This design comes from an exercise in tuning for small area, a short achievable clock period and few clock cycles per item on the open sky130 flow, not from production work. RTL that was checked went through simulation tests only; none was proved equivalent to the original. Power and IR drop assume default switching activity.

## mac_stream_seq
module mac_stream_seq (
  input  logic        clk,
  input  logic        rst,
  input  logic        in_valid,
  output logic        in_ready,
  input  logic [15:0] in_data,
  input  logic [15:0] in_weight,
  input  logic [15:0] bias,
  output logic        out_valid,
  input  logic        out_ready,
  output logic [15:0] out_res
);
==> flow/config.mk <==
export PLATFORM = sky130hd
export DESIGN_NAME = mac_stream_seq
export DESIGN_NICKNAME = mac_stream_seq
export VERILOG_FILES = /design/flow/design.v
export SDC_FILE = /design/flow/constraint.sdc
export NUM_CORES = 4
export LEC_CHECK = 0
export CAP_MARGIN = 20
export CORE_MARGIN = 2
export CORE_UTILIZATION = 40
export CTS_BUF_LIST = sky130_fd_sc_hd__clkbuf_4 sky130_fd_sc_hd__clkbuf_8
export SLEW_MARGIN = 20
==> flow/constraint.sdc <==
create_clock -name core_clock -period 10.0 [get_ports {clk}]
set_input_delay 2.0000 -clock core_clock [delete_from_list [all_inputs] [get_ports {clk}]]
set_output_delay 2.0000 -clock core_clock [all_outputs]
set_load 0.01 [all_outputs]
standard.sh (not shown) runs the stock make flow with config.mk's settings and CLKGATE_MAP_FILE= SYNTH_SCRIPT=/design/flow/synth_recipe.tcl, a recipe that flattens the netlist after the stock synthesis.
==> flow/flow/run.sh <==
#!/bin/bash
# Standard synthesis, then the standard layout with: port buffers of a fixed small cell type,
# and repair_timing aiming below the clock period (a larger setup slack margin).
set -euo pipefail
bash standard.sh synth > synth.log 2>&1
bash standard.sh SETUP_SLACK_MARGIN=6.8 'BUFFER_PORTS_ARGS=-buffer_cell sky130_fd_sc_hd__buf_2' finish > layout.log 2>&1
Testbench counts at the start, summed over its fixed seeds: cycles 15,400, items 320.
==> next run, changes <==
--- a/flow/design.v
+++ b/flow/design.v
@@ -332,26 +332,57 @@
   assign {k184, s183} = k138 + s139 + s81;
   assign {k186, s185} = k140 + s141 + s85;
   assign {k188, s187} = k142 + s143 + s89;
   assign {k190, s189} = k144 + s145 + s93;
   assign {k192, s191} = k146 + s147 + s97;
   assign {k194, s193} = k148 + s149 + s101;
   assign {k196, s195} = k150 + s151 + s105;
   assign {k198, s197} = k152 + s153 + s109;
   assign {k200, s199} = k154 + s155 + s113;
   assign {k202, s201} = k156 + s157 + s117;
-  logic [8:0] lo_sum;
-  assign lo_sum = {1'b0, k168, k166, k164, k162, k160, s159, x0[1], x0[0]} + {1'b0, s169, s167, s165, s163, s161, neg_i[1], 1'b0, neg_i[0]};
-  assign c_lo_o = lo_sum[8];
+  logic [7:0] lo_s, lo_co;
+  bk_add #(.W(8)) u_lo (.a({k168, k166, k164, k162, k160, s159, x0[1], x0[0]}), .b({s169, s167, s165, s163, s161, neg_i[1], 1'b0, neg_i[0]}), .ci(1'b0), .s(lo_s), .co(lo_co));
+  assign c_lo_o = lo_co[7];
   assign s_o = {k200, k198, k196, k194, k192, k190, k188, k186, k184, k182, k180, k178, k176, k174, k172, k170};
   assign c_o = {s201, s199, s197, s195, s193, s191, s189, s187, s185, s183, s181, s179, s177, s175, s173, s171};
 endmodule
+module bk_add #(
+  parameter int W = 16
+) (
+  input  logic [W-1:0] a,
+  input  logic [W-1:0] b,
+  input  logic         ci,
+  output logic [W-1:0] s,
+  output logic [W-1:0] co
+);
+  logic [W-1:0] p0, g, p;
+  always_comb begin
+    p0 = a ^ b;
+    g  = a & b;
+    p  = p0;
+    g[0] = g[0] | (p[0] & ci);
+    for (int i = 1; (1 << i) <= W; i++) begin
+      for (int j = (1 << i) - 1; j < W; j += (1 << i)) begin
+        g[j] = g[j] | (p[j] & g[j - (1 << (i - 1))]);
+        p[j] = p[j] & p[j - (1 << (i - 1))];
+      end
+    end
+    for (int i = $clog2(W); i > 0; i--) begin
+      for (int j = (1 << i) + (1 << (i - 1)) - 1; j < W; j += (1 << i)) begin
+        g[j] = g[j] | (p[j] & g[j - (1 << (i - 1))]);
+        p[j] = p[j] & p[j - (1 << (i - 1))];
+      end
+    end
+  end
+  assign co = g;
+  assign s  = p0 ^ {g[W-2:0], ci};
+endmodule
 module mac_stream_seq (
   input  logic        clk,
   input  logic        rst,
   input  logic        in_valid,
   output logic        in_ready,
   input  logic [15:0] in_data,
   input  logic [15:0] in_weight,
   input  logic [15:0] bias,
   output logic        out_valid,
   input  logic        out_ready,
@@ -398,38 +429,42 @@
   end
   mult u_mult (
     .a_i    (a0_q),
     .one_i  (one0_q),
     .two_i  (two0_q),
     .neg_i  (neg0_q),
     .s_o    (s_d),
     .c_o    (c_d),
     .c_lo_o (cl_d)
   );
-  assign prod = s1_q + c1_q + {15'd0, cl1_q};
+  logic [15:0] prod_co;
+  logic [ACC_W-1:0] acc_in, acc_s, acc_co;
+  bk_add #(.W(16)) u_prod (.a(s1_q), .b(c1_q), .ci(cl1_q), .s(prod), .co(prod_co));
+  assign acc_in = f2_q ? {{(ACC_W-16){b_q[15]}}, b_q} : acc_q;
+  bk_add #(.W(ACC_W)) u_acc (.a(acc_in), .b({{(ACC_W-16){p2_q[15]}}, p2_q}), .ci(1'b0), .s(acc_s), .co(acc_co));
   always_comb begin
     if (acc_q[ACC_W-1:15] != {(ACC_W-15){acc_q[ACC_W-1]}})
       sat_res = acc_q[ACC_W-1] ? 16'h8000 : 16'h7FFF;
     else
       sat_res = acc_q[15:0];
   end
   always_ff @(posedge clk) begin
     a0_q   <= accept ? in_data : 16'd0;    
     one0_q <= one_d;
     two0_q <= two_d;
     neg0_q <= neg_d;
     if (arm_q) b_q <= bias;
     s1_q   <= s_d;
     c1_q   <= c_d;
     cl1_q  <= cl_d;
     p2_q   <= prod;
-    acc_q  <= (f2_q ? {{(ACC_W-16){b_q[15]}}, b_q} : acc_q) + {{(ACC_W-16){p2_q[15]}}, p2_q};
+    acc_q  <= acc_s;
     if (l3_q) res_q <= sat_res;
   end
   always_ff @(posedge clk) begin
     if (rst) begin
       cnt_q <= '0;
       rdy_q <= 1'b1;
       arm_q <= 1'b1;
       owe_q <= 1'b0;
       f0_q  <= 1'b0;
       l0_q  <= 1'b0;
After rerunning: The changed run ran to the end with no violations; die area is lower by about 1.8%; first-iteration DRC count is lower by about 6%; hold slack is about the same; maximum frequency is lower by about 0.4%; core utilization is higher by 0.39 points; sequential cell count is unchanged.
Only the layout flow was run in the second run of this note; the RTL was not checked for function there.


Another version of the RTL of mac_stream_seq (not shown whole).
For scale: about 1000 cells after synthesis, roughly 160 flip-flops, about 70 I/O pins.
==> module mac_stream_seq, before the edit <==
module mac_stream_seq (
  input  logic        clk,
  input  logic        rst,
  input  logic        in_valid,
  output logic        in_ready,
  input  logic [15:0] in_data,
  input  logic [15:0] in_weight,
  input  logic [15:0] bias,
  output logic        out_valid,
  input  logic        out_ready,
  output logic [15:0] out_res
);
  localparam int LEN   = 48;
  localparam int ACC_W = 22;
  logic [5:0]         cnt_q;
  logic               rdy_q;
  logic               nrdy_o_q, nov_o_q;   
  logic               arm_q;             
  logic               owe_q;             
  logic               f0_q, l0_q;
  logic [15:0]        a0_q, b_q;
  logic [7:0]         one0_q, two0_q, neg0_q;
  logic               f1_q, l1_q;
  logic [15:0]        s1_q, c1_q;
  logic               cl1_q;
  logic [15:0]        s_d, c_d;
  logic               cl_d;
  logic               f2_q, l2_q;
  logic               nf2_q;             
  logic [15:0]        p2_q;
  logic [ACC_W-1:0]   acc_q;
  logic               l3_q;
  logic               ov_q;
  logic [15:0]        res_q;
  logic        accept, first_in, last_in, inc, owe_d, last_d;
  logic [15:0] prod;
  logic [15:0] sat_res;
  logic [16:0] wx;
  logic [7:0]  one_d, two_d, neg_d;
  assign first_in = (cnt_q == 6'd0);
  assign last_in  = (cnt_q == 6'(LEN - 1));
  assign accept   = in_valid && rdy_q;
  assign inc      = accept && last_in;
  assign owe_d    = inc || (owe_q && !(ov_q && out_ready));
  assign last_d   = accept ? (cnt_q == 6'(LEN - 2)) : last_in;
  assign wx = {in_weight, 1'b0};
  always_comb begin
    for (int i = 0; i < 8; i++) begin
      one_d[i] = wx[2*i+1] ^ wx[2*i];
      two_d[i] = (wx[2*i+2] & ~wx[2*i+1] & ~wx[2*i]) | (~wx[2*i+2] & wx[2*i+1] & wx[2*i]);
      neg_d[i] = wx[2*i+2];
    end
  end
  mult u_mult (
    .a_i    (a0_q),
    .one_i  (one0_q),
    .two_i  (two0_q),
    .neg_i  (neg0_q),
    .s_o    (s_d),
    .c_o    (c_d),
    .c_lo_o (cl_d)
  );
  logic [15:0] prod_co;
  logic [ACC_W-1:0] acc_in, acc_s, acc_co;
  bk_add #(.W(16)) u_prod (.a(s1_q), .b(c1_q), .ci(cl1_q), .s(prod), .co(prod_co));
  assign acc_in[10:0]       = f2_q ? b_q[10:0] : acc_q[10:0];
  assign acc_in[ACC_W-1:11] = nf2_q ? acc_q[ACC_W-1:11] : {{(ACC_W-16){b_q[15]}}, b_q[15:11]};
  bk_add #(.W(ACC_W)) u_acc (.a(acc_in), .b({{(ACC_W-16){p2_q[15]}}, p2_q}), .ci(1'b0), .s(acc_s), .co(acc_co));
  always_comb begin
    if (acc_q[ACC_W-1:15] != {(ACC_W-15){acc_q[ACC_W-1]}})
      sat_res = acc_q[ACC_W-1] ? 16'h8000 : 16'h7FFF;
    else
      sat_res = acc_q[15:0];
  end
  always_ff @(posedge clk) begin
    a0_q   <= in_data;
    one0_q <= accept ? one_d : 8'd0;
    two0_q <= accept ? two_d : 8'd0;
    neg0_q <= accept ? neg_d : 8'd0;
    if (arm_q) b_q <= bias;
    s1_q   <= s_d;
    c1_q   <= c_d;
    cl1_q  <= cl_d;
    p2_q   <= prod;
    acc_q  <= acc_s;
    if (l3_q) res_q <= sat_res;
  end
  always_ff @(posedge clk) begin
    if (rst) begin
      cnt_q <= '0;
      rdy_q <= 1'b1;
      nrdy_o_q <= 1'b0;
      nov_o_q  <= 1'b1;
      arm_q <= 1'b1;
      owe_q <= 1'b0;
      f0_q  <= 1'b0;
      l0_q  <= 1'b0;
      f1_q  <= 1'b0;
      l1_q  <= 1'b0;
      f2_q  <= 1'b0;
      nf2_q <= 1'b1;
      l2_q  <= 1'b0;
      l3_q  <= 1'b0;
      ov_q  <= 1'b0;
    end else begin
      if (accept) cnt_q <= last_in ? 6'd0 : cnt_q + 6'd1;
      owe_q <= owe_d;
      rdy_q <= !(owe_d && last_d);
      nrdy_o_q <= owe_d && last_d;
      arm_q <= accept ? last_in : first_in;
      f0_q  <= accept && first_in;
      l0_q  <= inc;
      f1_q  <= f0_q;
      l1_q  <= l0_q;
      f2_q  <= f1_q;
      nf2_q <= !f1_q;
      l2_q  <= l1_q;
      l3_q  <= l2_q;
      ov_q  <= l3_q || (ov_q && !out_ready);
      nov_o_q  <= !(l3_q || (ov_q && !out_ready));
    end
  end
  assign in_ready  = !nrdy_o_q;
  assign out_valid = !nov_o_q;
  assign out_res   = res_q;
endmodule
Settings: LEC_CHECK=0, CAP_MARGIN=20, CORE_MARGIN=2, CORE_UTILIZATION=40, CTS_BUF_LIST=sky130_fd_sc_hd__clkbuf_4 sky130_fd_sc_hd__clkbuf_8, CTS_CLUSTER_DIAMETER=25, SLEW_MARGIN=20; clock period 10.0 ns.
==> flow/flow/run.sh <==
#!/bin/bash
# Standard synthesis, then the standard layout with: port buffers of a fixed small cell type,
# and repair_timing aiming below the clock period (a larger setup slack margin).
set -euo pipefail
bash standard.sh synth > synth.log 2>&1
bash standard.sh SETUP_SLACK_MARGIN=7.0 'BUFFER_PORTS_ARGS=-buffer_cell sky130_fd_sc_hd__buf_1' finish > layout.log 2>&1
Testbench counts at the start, summed over its fixed seeds: cycles 15,400, items 320.
Edit:
--- a/flow/design.v
+++ b/flow/design.v
@@ -395,9 +395,8 @@
   logic               cl1_q;
   logic [15:0]        s_d, c_d;
   logic               cl_d;
   logic               f2_q, l2_q;
-  logic               nf2_q;             
   logic [15:0]        p2_q;
   logic [ACC_W-1:0]   acc_q;
   logic               l3_q;
   logic               ov_q;
@@ -432,22 +431,21 @@
   );
   logic [15:0] prod_co;
   logic [ACC_W-1:0] acc_in, acc_s, acc_co;
   bk_add #(.W(16)) u_prod (.a(s1_q), .b(c1_q), .ci(cl1_q), .s(prod), .co(prod_co));
-  assign acc_in[10:0]       = f2_q ? b_q[10:0] : acc_q[10:0];
-  assign acc_in[ACC_W-1:11] = nf2_q ? acc_q[ACC_W-1:11] : {{(ACC_W-16){b_q[15]}}, b_q[15:11]};
+  assign acc_in = f2_q ? {{(ACC_W-16){b_q[15]}}, b_q} : acc_q;
   bk_add #(.W(ACC_W)) u_acc (.a(acc_in), .b({{(ACC_W-16){p2_q[15]}}, p2_q}), .ci(1'b0), .s(acc_s), .co(acc_co));
   always_comb begin
     if (acc_q[ACC_W-1:15] != {(ACC_W-15){acc_q[ACC_W-1]}})
       sat_res = acc_q[ACC_W-1] ? 16'h8000 : 16'h7FFF;
     else
       sat_res = acc_q[15:0];
   end
   always_ff @(posedge clk) begin
-    a0_q   <= in_data;
-    one0_q <= accept ? one_d : 8'd0;
-    two0_q <= accept ? two_d : 8'd0;
-    neg0_q <= accept ? neg_d : 8'd0;
+    a0_q   <= accept ? in_data : 16'd0;    
+    one0_q <= one_d;
+    two0_q <= two_d;
+    neg0_q <= neg_d;
     if (arm_q) b_q <= bias;
     s1_q   <= s_d;
     c1_q   <= c_d;
     cl1_q  <= cl_d;
@@ -467,9 +465,8 @@
       l0_q  <= 1'b0;
       f1_q  <= 1'b0;
       l1_q  <= 1'b0;
       f2_q  <= 1'b0;
-      nf2_q <= 1'b1;
       l2_q  <= 1'b0;
       l3_q  <= 1'b0;
       ov_q  <= 1'b0;
     end else begin
@@ -482,9 +479,8 @@
       l0_q  <= inc;
       f1_q  <= f0_q;
       l1_q  <= l0_q;
       f2_q  <= f1_q;
-      nf2_q <= !f1_q;
       l2_q  <= l1_q;
       l3_q  <= l2_q;
       ov_q  <= l3_q || (ov_q && !out_ready);
       nov_o_q  <= !(l3_q || (ov_q && !out_ready));
Die area hardly moves.
Global-route usage went down by 0.14 points.
Final cell count went down by 1.0%.
Routed wire length shrinks by 3.4%.
Synthesized cell count drops by 0.30%.
Sequential cell count is lower by 1.
Clock-buffer cell count drops by 1.
Worst hold slack gets worse by 0.0046 ns.
First-iteration DRC count goes down by 21%.
Fmax went down by 0.47%.
Final area is lower by 0.44%.
Power is higher by 4.1%.
Clock power climbs by about 2%.
Testbench counts after the change, summed over its fixed seeds: cycles 15,400, items 320.

[what the ideal ports hide]
In the flow no input, the clock included, has a driving cell. The finished layouts below were timed again as built, in two steps.
Step 1 assumes that a clkbuf_16 drives the clock port and a buf_2 every other input.
Step 2 adds t to the input delays and takes it off the output delays; t is the mean of the earliest and latest rising clock arrival at the registers after step 1. Input paths then give back, and output paths get back, about the clock's delay inside the block.
a / b / c = ideal / step 1 / step 2; a / b = the first two.
run	t, ns	slack for setup (ns)	pins driven straight from the clock port
the first run of note 1	0.514	6.895 / 6.850 / 6.562	1
the second run of note 1	0.499	6.883 / 6.849 / 6.643	1
the first run of note 2	0.502	7.023 / 6.979 / 6.756	1
the second run of note 2	0.502	7.009 / 6.967 / 6.611	1
After both steps every run listed still meets setup and hold. The setup slack of the second run of note 2, which loses most, moves by -0.042 ns with the drivers and by -0.398 ns with both steps.
